Context: an optimization exercise on an open-source flow, tuned for small area. The choices shown serve that exercise and are no tape-out recipe.
The RTL was checked by simulation tests, not by an equivalence proof against the original design.
No activity file was given, so power comes from the tool's default toggle rates.

## config.mk

```make
export PLATFORM = sky130hd
export DESIGN_NAME = rv_core_shell
export DESIGN_NICKNAME = rv_core_shell
export VERILOG_FILES = /design/flow/design.v
export SDC_FILE = /design/flow/constraint.sdc
export NUM_CORES = 4
export LEC_CHECK = 0
export CAP_MARGIN = 20
export CORE_MARGIN = 2
export CORE_UTILIZATION = 40
export SLEW_MARGIN = 20
```

## run.sh

```bash
#!/bin/bash
# synth_recipe.tcl (not shown) runs the flow's synth.tcl, then flattens the netlist and writes it again
# the make line also repeats each setting of config.mk as NAME=value (left out here)
make -C /OpenROAD-flow-scripts/flow DESIGN_CONFIG=/design/flow/config.mk WORK_HOME=/design/flow/orfs CLKGATE_MAP_FILE= SYNTH_SCRIPT=/design/flow/synth_recipe.tcl finish
```

## design.v

```verilog
`default_nettype none
package rv_shell_pkg;
  typedef logic [5-1:0] reg_addr_t;
  typedef struct packed {
    logic [7-1:0] ecc;
    logic [32-1:0]     data;
  } rf_word_t;
  localparam logic [7*32-1:0] ECC_MASK = {
    32'h98505586,
    32'h2DCC624C,
    32'hC2C1323B,
    32'h31234ED1,
    32'h413D89AA,
    32'hDEBA8050,
    32'h2606BD25
  };
  function automatic logic [7-1:0] ecc_encode(
    input logic [32-1:0] data
  );
    logic [7-1:0] ecc;
    ecc = '0;
    for (int i = 0; i < 7; i++) begin
      ecc[i] = ^(data & ECC_MASK[i*32 +: 32]);
    end
    ecc_encode = ecc;
  endfunction
endpackage
`default_nettype wire
`timescale 1ns/1ns
`default_nettype none
module rv_wake_ctrl (
  input  logic clk_i,
  input  logic rst_ni,
  input  logic fetch_enable_i,
  input  logic core_busy_i,
  input  logic debug_req_i,
  input  logic irq_pending_i,
  input  logic irq_nm_i,
  output logic clock_en_o,
  output logic core_sleep_o
);
  logic fetch_enable_q;
  logic core_busy_q;
  logic wake_src;
  always_ff @(posedge clk_i or negedge rst_ni) begin
    if (!rst_ni) begin
      fetch_enable_q <= 1'b0;
    end else if (fetch_enable_i) begin
      fetch_enable_q <= 1'b1;
    end
  end
  always_ff @(posedge clk_i or negedge rst_ni) begin
    if (!rst_ni) begin
      core_busy_q <= 1'b0;
    end else begin
      core_busy_q <= core_busy_i;
    end
  end
  assign wake_src     = core_busy_q | debug_req_i | irq_pending_i | irq_nm_i;
  assign clock_en_o   = fetch_enable_q & wake_src;
  assign core_sleep_o = ~clock_en_o;
endmodule
`default_nettype wire
`timescale 1ns/1ns
`default_nettype none
module rv_regfile_ecc (
  input  logic                    clk_i,
  input  logic                    rst_ni,
  input  logic                    clock_en_i,
  input  logic                    we_i,
  input  rv_shell_pkg::reg_addr_t waddr_i,
  input  logic [32-1:0]     wdata_i,
  input  rv_shell_pkg::reg_addr_t rd_raddr_a_i,
  input  rv_shell_pkg::reg_addr_t rd_raddr_b_i,
  output rv_shell_pkg::rf_word_t  rd_rword_a_o,
  output rv_shell_pkg::rf_word_t  rd_rword_b_o
);
  rv_shell_pkg::rf_word_t zero_word;
  rv_shell_pkg::rf_word_t wword;
  localparam int W = 7 + 32;
  logic [32*W-1:0] rf_rd;
  logic [32-1:1] we_dec;
  logic                    wr_go;
  assign zero_word.ecc  = rv_shell_pkg::ecc_encode('0);
  assign zero_word.data = '0;
  assign wword.ecc  = rv_shell_pkg::ecc_encode(wdata_i);
  assign wword.data = wdata_i;
  assign wr_go = clock_en_i & we_i;
  for (genvar i = 1; i < 32; i++) begin : gen_entry
    assign we_dec[i] = wr_go && (waddr_i == rv_shell_pkg::reg_addr_t'(i));
    rv_shell_pkg::rf_word_t q;
    always_ff @(posedge clk_i or negedge rst_ni) begin
      if (!rst_ni) begin
        q <= '0;
      end else if (we_dec[i]) begin
        q <= wword;
      end
    end
    assign rf_rd[i*W +: W] = q;
  end
  assign rf_rd[0 +: W] = zero_word;
  assign rd_rword_a_o = rf_rd[rd_raddr_a_i*W +: W];
  assign rd_rword_b_o = rf_rd[rd_raddr_b_i*W +: W];
endmodule
`default_nettype wire
`timescale 1ns/1ns
`default_nettype none
module rv_rf_check (
  input  logic                    clk_i,
  input  logic                    rst_ni,
  input  rv_shell_pkg::reg_addr_t raddr_a_i,
  input  rv_shell_pkg::reg_addr_t raddr_b_i,
  output rv_shell_pkg::reg_addr_t rd_raddr_a_o,
  output rv_shell_pkg::reg_addr_t rd_raddr_b_o,
  input  rv_shell_pkg::rf_word_t  rd_rword_a_i,
  input  rv_shell_pkg::rf_word_t  rd_rword_b_i,
  output logic [32-1:0]     rdata_a_o,
  output logic [32-1:0]     rdata_b_o,
  output logic                    alert_major_o
);
  logic [7-1:0] syn_a;
  logic [7-1:0] syn_b;
  logic                    err_any;
  logic                    alert_q;
  assign rd_raddr_a_o = raddr_a_i;
  assign rd_raddr_b_o = raddr_b_i;
  assign rdata_a_o = rd_rword_a_i.data;
  assign rdata_b_o = rd_rword_b_i.data;
  assign syn_a = rv_shell_pkg::ecc_encode(rd_rword_a_i.data) ^ rd_rword_a_i.ecc;
  assign syn_b = rv_shell_pkg::ecc_encode(rd_rword_b_i.data) ^ rd_rword_b_i.ecc;
  assign err_any = (|syn_a) | (|syn_b);
  always_ff @(posedge clk_i or negedge rst_ni) begin
    if (!rst_ni) begin
      alert_q <= 1'b0;
    end else begin
      alert_q <= err_any;
    end
  end
  assign alert_major_o = alert_q;
endmodule
`default_nettype wire
`timescale 1ns/1ns
`default_nettype none
module rv_core_shell (
  input  logic                    clk_i,
  input  logic                    rst_ni,
  input  logic                    fetch_enable_i,
  input  logic                    core_busy_i,
  input  logic                    debug_req_i,
  input  logic                    irq_pending_i,
  input  logic                    irq_nm_i,
  input  logic                    rf_we_i,
  input  rv_shell_pkg::reg_addr_t rf_waddr_i,
  input  logic [32-1:0]     rf_wdata_i,
  input  rv_shell_pkg::reg_addr_t rf_raddr_a_i,
  input  rv_shell_pkg::reg_addr_t rf_raddr_b_i,
  output logic [32-1:0]     rf_rdata_a_o,
  output logic [32-1:0]     rf_rdata_b_o,
  output logic                    core_sleep_o,
  output logic                    alert_major_o
);
  logic clock_en;
  rv_shell_pkg::reg_addr_t rd_raddr_a;
  rv_shell_pkg::reg_addr_t rd_raddr_b;
  rv_shell_pkg::rf_word_t  rd_rword_a;
  rv_shell_pkg::rf_word_t  rd_rword_b;
  rv_wake_ctrl u_wake_ctrl (
    .clk_i          (clk_i),
    .rst_ni         (rst_ni),
    .fetch_enable_i (fetch_enable_i),
    .core_busy_i    (core_busy_i),
    .debug_req_i    (debug_req_i),
    .irq_pending_i  (irq_pending_i),
    .irq_nm_i       (irq_nm_i),
    .clock_en_o     (clock_en),
    .core_sleep_o   (core_sleep_o)
  );
  rv_regfile_ecc u_regfile (
    .clk_i      (clk_i),
    .rst_ni     (rst_ni),
    .clock_en_i (clock_en),
    .we_i       (rf_we_i),
    .waddr_i    (rf_waddr_i),
    .wdata_i    (rf_wdata_i),
    .rd_raddr_a_i (rd_raddr_a),
    .rd_raddr_b_i (rd_raddr_b),
    .rd_rword_a_o (rd_rword_a),
    .rd_rword_b_o (rd_rword_b)
  );
  rv_rf_check u_rf_check (
    .clk_i         (clk_i),
    .rst_ni        (rst_ni),
    .raddr_a_i     (rf_raddr_a_i),
    .raddr_b_i     (rf_raddr_b_i),
    .rd_raddr_a_o  (rd_raddr_a),
    .rd_raddr_b_o  (rd_raddr_b),
    .rd_rword_a_i  (rd_rword_a),
    .rd_rword_b_i  (rd_rword_b),
    .rdata_a_o     (rf_rdata_a_o),
    .rdata_b_o     (rf_rdata_b_o),
    .alert_major_o (alert_major_o)
  );
endmodule
`default_nettype wire
```

## constraint.sdc

```tcl
create_clock -name core_clock -period 6.0 [get_ports {clk_i}]
set_input_delay 1.2000 -clock core_clock [delete_from_list [all_inputs] [get_ports {clk_i}]]
set_output_delay 1.2000 -clock core_clock [all_outputs]
set_load 0.01 [all_outputs]
```

==> qor.csv <==
metric,value,unit
root_buffer,clkbuf_16,
period_needed,5.635,ns
start_util,0.4013,
ys.flop_type,dfrtp_1,
rsz0062_at_grt,false,
numCtsBuffers,140,
required,4.80,ns
overflow,0,
startpoint_type,input pin,
die_area,170500,µm²
grt_use_total,0.3034,
yosysUniqueCellTypes,78,
grt_pass1_wl,367000,µm
ant_nets,0,
ir_drop,0.3929,mV
drc_errors,0,
cellLeakagePower,33.07,nW
synth_nets,4862,
critical_path.cell_chain,buf_8 -> buf_4 -> mux4_2 -> a22oi_1 -> o21ai_0 -> nor3_1 -> inv_1 -> clkdlybuf4s50_1,
slew_viol_final,0,
die_h,412.9,µm
die_x,412.9,µm
viasPerCell,6.525,
cts.repair.resized,0,
maxCapViolations,0,
seq_area_frac_synth,0.4535,
cts_sinks,1212,
cts_setup_buffers,0,
placed_cell_area,71940,µm²
htree_num_levels,4,
final_util,0.4601,
final_cell_area,76670,µm²
worst_setup_path_end_kind,output port,
status,no timing/DRC/antenna violations,
setup_viol,0,
drive_gt1_frac,0.4316,
hold_viol,0,
power.total,27.94,mW
cts_tree,yes,
async_reset_ff_frac,1.000,
area_delta_synth_final,14.65,%
cp_slowest_cell,nor3_1,
grt_pass1_vias,47090,
critical_path_class,in2out,
path_max_fanout,47,
cts_hold_buf,0,
clock_skew,0.02349,ns
synth_edf_count,0,
synth-seq-cells,1212,
wl,258800,µm
fillerInstances,14860,
hpwl,161900,µm
worstHoldPathType,in2async,
place.gp.congestion,0.9409,
syn_inst,4807,
num_rows,150,
num_vias,47170,
wire_per_inst,35.81,µm
syn-cell-area,66880,µm²
fp.coreArea,166700,µm²
slew_headroom,0.1885,
syn_avg_cell_area,13.91,µm²
p_per_area,364.4,nW/µm²
fin_crit_sh,0.9392,
critPathMaxStageDelay,0.71,ns
grt_start_max_net_pins,162,
insertion_delay,0.79,ns
ctsLongestPathBuffers,3,
crit_arrival,4.44,ns
drt_iter0_markers,5725,
clk_pin_slew,0.06,ns
worst_pin_slew,1.213,ns
antenna_found_initial,13,
portBuffers,120,
clock.fmax,177.5,MHz
fin_nets,4960,
firstDrtPassIters,6,
tns,0,ns
io_pins,121,
yosysWarnings,3,
## final timing paths
path,from,end,slack [ns],cells past startpoint
max,rf_raddr_b_i[0],rf_rdata_b_o[19],0.36,8
min,rst_ni,u_regfile.gen_entry[8].q[22]$_DFFE_PN0P_,0.42,1
max reg2reg,u_regfile.gen_entry[23].q[30]$_DFFE_PN0P_,u_rf_check.alert_q$_DFF_PN0_,2.11,11
min reg2reg,u_wake_ctrl.fetch_enable_q$_DFFE_PN0P_,u_wake_ctrl.fetch_enable_q$_DFFE_PN0P_,0.48,1
max in group asynchronous,rst_ni,u_regfile.gen_entry[18].q[37]$_DFFE_PN0P_,3.99,2
min in group core_clock,u_wake_ctrl.fetch_enable_q$_DFFE_PN0P_,u_wake_ctrl.fetch_enable_q$_DFFE_PN0P_,0.48,1
## worst max-delay path, delay by kind of cell
| family | cells | cell delay (ns) |
|---|---|---|
| multiplexers | 1 | 0.56 |
| buffers and inverters | 4 | 1.50 |
| AND/OR/NAND/NOR | 1 | 0.71 |
| AO/OA/AOI/OAI | 2 | 0.32 |
## synthesized netlist by cell type (25+ instances only)
cell	n	area (µm²)
a221oi_1	42	367.9
dfrtp_1	1212	30330
nor2_1	211	792.0
buf_4	39	292.8
a22oi_1	69	518.0
inv_1	38	142.6
clkbuf_1	317	1190
mux4_1	40	1051
xnor2_1	131	1147
mux4_2	486	10950
mux2_2	1065	11990
o221ai_1	27	236.5
nand3_1	25	125.1
a21oi_1	190	950.9
buf_1	25	93.84
xor2_1	30	262.8
mux2i_1	168	1682
buf_2	52	260.3
o22ai_1	29	181.4
nand2_1	178	668.1
o21ai_0	109	545.5
buf_6	27	304.0
## registers in the layout (all words and copies together), names as in the netlist
signal / count
u_wake_ctrl.fetch_enable_q: 1
u_rf_check.alert_q: 1
u_regfile.gen_entry.q: 1209
u_wake_ctrl.core_busy_q: 1
## final cells by class
type                    instances  area, µm²  area share
clock inverters                34      460.4    0.006005
diodes                          6      15.01   0.0001958
repair buffers                432       4362     0.05689
inverters                      43      163.9    0.002138
well taps                    2204       2758     0.03597
clock buffers                 222       4264     0.05561
flip-flops and latches       1212      30330      0.3956
multi-input cells            3076      34320      0.4476
## cell families (layout without fill, tap and decap cells)
group / Yosys count / after routing / synth area share
XOR/XNOR: 187 / 187 / 0.02977
flip-flops: 1212 / 1212 / 0.4535
multiplexers: 1762 / 1762 / 0.3849
AO/OA/AOI/OAI: 611 / 611 / 0.05998
AND/OR/NAND/NOR: 516 / 516 / 0.03349
buffers and inverters: 519 / 731 / 0.03832
other: 0 / 6 / 0
## where the power goes
part / total, mW / internal [mW] / switching, mW / leakage, nW
Sequential: 11.4 / 9.98 / 1.39 / 15.5
Combinational: 7.69 / 4.12 / 3.57 / 15.2
Clock: 8.88 / 5.20 / 3.68 / 2.32
Total: 27.9 / 19.3 / 8.65 / 33.1
## placed cells by master (no fill, tap or decap), types with 22 or more instances in the layout
cell type	n
mux4_2	486
nand2_1	169
buf_4	250
clkbuf_1	39
inv_1	36
o22ai_1	29
o2bb2ai_1	22
nor2_1	195
o221ai_1	27
clkbuf_16	142
nand3_1	24
dfrtp_1	1212
o21ai_0	109
mux2_2	1065
clkbuf_8	41
xor2_1	30
mux2i_1	168
a21oi_1	190
clkdlybuf4s50_1	109
mux4_1	40
a22oi_1	69
buf_12	65
xnor3_1	24
a221oi_1	42
xnor2_1	124
## metrics by stage
stage | setup slack (ns) | hold WS (ns) | std cells
floorplan | 1.109 | 0.4404 | 4807
global placement | 0.3213 | 0.4667 | 6967
detailed placement | 0.3156 | 0.4573 | 6967
CTS | 0.3708 | 0.4748 | 7223
global route | 0.2529 | 0.4862 | 7223
finish | 0.3647 | 0.4229 | 7229
## routing by layer
layer | vias up | global-route usage | part of all wire
met5 | - | 0 | 0.00025
met4 | 10 | 0.1576 | 0.060
met3 | 695 | 0.08354 | 0.10
met2 | 2698 | 0.4528 | 0.45
met1 | 25260 | 0.4043 | 0.39
li1 | 18510 | - | -

-- afterwards: timing with drivers on the ports --
The results above use ideal ports. As a check the final layout listed here was re-extracted and re-timed, cells and wires unchanged.
Step 1 (the two cells are an assumption about what drives the block):
set clk [get_ports {clk_i}]
set_driving_cell -lib_cell sky130_fd_sc_hd__clkbuf_16 $clk
set_driving_cell -lib_cell sky130_fd_sc_hd__buf_2 [delete_from_list [all_inputs] $clk]
Step 2 times the ports against the registers' clock, not the clock port: input delays grow and output delays shrink by t, the midpoint of the rising clock arrivals with the driver on.
Three values: no drivers, after step 1, after step 2; two values: the first two.
shift t [ns]: 0.873
setup slack, ns: 0.365 / 0.292 / 0.217
worst register clock-pin slew, ns: 0.07 / 0.07
pins driven straight from the clock port: 1
After both steps this run still meets setup and hold. For this run, drivers alone change the setup slack by -0.073 ns; drivers and shift together by -0.148 ns.
